This design comes from an exercise in tuning for a short achievable clock period and few clock cycles on the open sky130 flow, not from production work. The RTL was checked by simulation tests, not by an equivalence proof against the original design. No activity file was given, so power comes from the tool's default toggle rates.

== the baseline ==
Design cpuTopFlat, start of the top module:
module cpuTopFlat (
  input  wire logic        Clock,
  input  wire logic        rstN,
  input  wire logic [11:0] s_awaddr,
  input  wire logic        s_awvalid,
  output logic             s_awready,
  input  wire logic [31:0] s_wdata,
  input  wire logic [3:0]  s_wstrb,
  input  wire logic        s_wvalid,
  output logic             s_wready,
  output logic             s_bvalid,
  output logic [1:0]       s_bresp,
  input  wire logic        s_bready,
  input  wire logic [11:0] s_araddr,
  input  wire logic        s_arvalid,
  output logic             s_arready,
  output logic             s_rvalid,
  output logic [31:0]      s_rdata,
  output logic [1:0]       s_rresp,
  input  wire logic        s_rready
);
  localparam logic [1:0] RespOkay = 2'b00;
  localparam logic [1:0] RespSlvErr = 2'b10;
  logic [7:0]  mem [256];
  logic [15:0] regs [4];
  logic        fz, fn, fc;
  logic        running;
  logic        halted;
  logic [7:0]  fpc0;                      
  logic [7:0]  fpc1, fpc2, fpc3, fpc4, fpc5;    
  assign fpc1 = fpc0 + 8'd1;
  assign fpc2 = fpc0 + 8'd2;
  assign fpc3 = fpc0 + 8'd3;
  assign fpc4 = fpc0 + 8'd4;
  assign fpc5 = fpc0 + 8'd5;
  logic [39:0] fRows;                     
  logic [47:0] fRot;                      
  logic        sAlu0, sAlu1;
  logic        sMovl0, sMovl1;
  logic        sFlag0, sFlag1;
  logic [2:0]  sOp0, sOp1;                
  logic [3:0]  sWe0, sWe1;                
  logic [1:0]  sA0, sB0, sA1, sB1;
  logic [7:0]  sImm0, sImm1;
  logic        fwdA1, fwdB1;              
  logic        exSt;
  logic [7:0]  exMa, exMa1;               
  logic [5:0]  lRow0, lRow1, lRow2, lRow3;  
  ...
Size in the first run: about 110 I/O pins.
Settings: LEC_CHECK=0, CAP_MARGIN=40, CELL_PAD_IN_SITES_DETAIL_PLACEMENT=1, CELL_PAD_IN_SITES_GLOBAL_PLACEMENT=2, CORE_MARGIN=2, CORE_UTILIZATION=25, PLACE_DENSITY=0.55, SETUP_SLACK_MARGIN=5, SLEW_MARGIN=60, TNS_END_PERCENT=20; clock period 10.0 ns.
run.sh (not shown) runs the stock make flow with config.mk's settings and CLKGATE_MAP_FILE= SYNTH_SCRIPT=/design/flow/synth_recipe.tcl, a recipe that flattens the netlist after the stock synthesis.
Testbench counts of the baseline, summed over its fixed seeds: cycles 6,563.
--- input diff the baseline..the candidate ---
--- a/flow/design.v
+++ b/flow/design.v
@@ -310,17 +310,14 @@
   assign br1F = op1 == 6'd0 || op1 == 6'd1 || op1 == 6'd2;
   assign hlt1F = op1 == 6'd63;
   assign a1F = st1F ? w1[9:8] : w1[4:3];
   assign b1F = w1[1:0];
   assign rdA1F = alu1F || st1F;
   assign rdB1F = readsBOp(op1);
-  assign fwdA = (alu0F && ((alu1F && w1[4:3] == w0[7:6]) || (st1F && w1[9:8] == w0[7:6])))
-             || ((movl0F || ld0F) && ((alu1F && w1[4:3] == w0[9:8])
-                                      || (st1F && w1[9:8] == w0[9:8])));
-  assign fwdB = rdB1F && ((alu0F && w1[1:0] == w0[7:6])
-                          || ((movl0F || ld0F) && w1[1:0] == w0[9:8]));
+  assign fwdA = wr0F && rdA1F && a1F == dst0F;
+  assign fwdB = wr0F && rdB1F && b1F == dst0F;
   assign raw = (fwdA || fwdB) && !(movl0F && alu1F);
   assign stHitsW1 = st0F && (w0[7:0] == fpc1 || w0[7:0] == fpc2 || w0[7:0] == fpc3);
   assign fold1 = br1F && !stHitsW1;
   assign pairOk = !br1F && !hlt1F && !raw && !stHitsW1
                && !((ld0F || st0F) && (ld1F || st1F));
   assign tgt0 = w0[7:0];
--- outcome ---
The candidate closes out successfully: all stages finished, all timing, DRC and antenna checks passed.
Proportion of power drawn by the clock network, the candidate and the baseline: smaller value in the baseline
Looking at maximum frequency across both flows, the candidate is the weaker of the two, with the baseline ahead.
Comparing the candidate and the baseline, the lower wire length of the first global-routing pass was measured on the baseline.
From the candidate to the baseline, number of levels the H-tree was split into did not move at all.
Comparing the candidate and the baseline, the lower global routing usage summed across all routing layers is on the baseline.
Going from the baseline to the candidate, the area fraction in compound gates after synthesis was found to have gone up by 0.67 points.
The candidate against the baseline: critical path depth fell 1, switching portion of total power +0.24 points, final critical path time including I/O delays and setup went up, final area rose by 1700 µm², unique cell type count in the Yosys netlist rose by 19.
Lower non-clock buffer count among the candidate and the baseline: the baseline
Comparing post-detailed-placement cell area for the candidate and the baseline, the bigger number came from the candidate.
Largest fanout of any net on the critical path sits lower in the candidate than in the baseline.
Testbench counts of the candidate, summed over its fixed seeds: cycles 6,563.

what the ideal ports hide:
In the flow no input, the clock included, has a driving cell. The finished layouts below were timed again as built, in two steps.
Step 1 assumes that a clkbuf_16 drives the clock port and a buf_2 every other input.
Step 2 also shifts input and output timing later by t, the mid clock arrival at the registers, as if the neighbouring blocks saw the same clock.
a / b / c = ideal ports / drivers / drivers and shift; a / b = the first two.
| run | t, ns | setup WS [ns] | hold WS [ns] | clock arrival spread, ns |
|---|---|---|---|---|
| the baseline | 1.138 | 3.808 / 3.808 / 3.326 | 0.470 / 0.470 / 0.470 | 0.070 / 0.070 |
| the candidate | 1.142 | 3.440 / 3.440 / 3.214 | 0.493 / 0.493 / 0.493 | 0.075 / 0.075 |
After both steps setup and hold are still met in every run listed. For the baseline, which loses most, drivers alone change the setup slack by 0.000 ns; drivers and shift together by -0.482 ns.
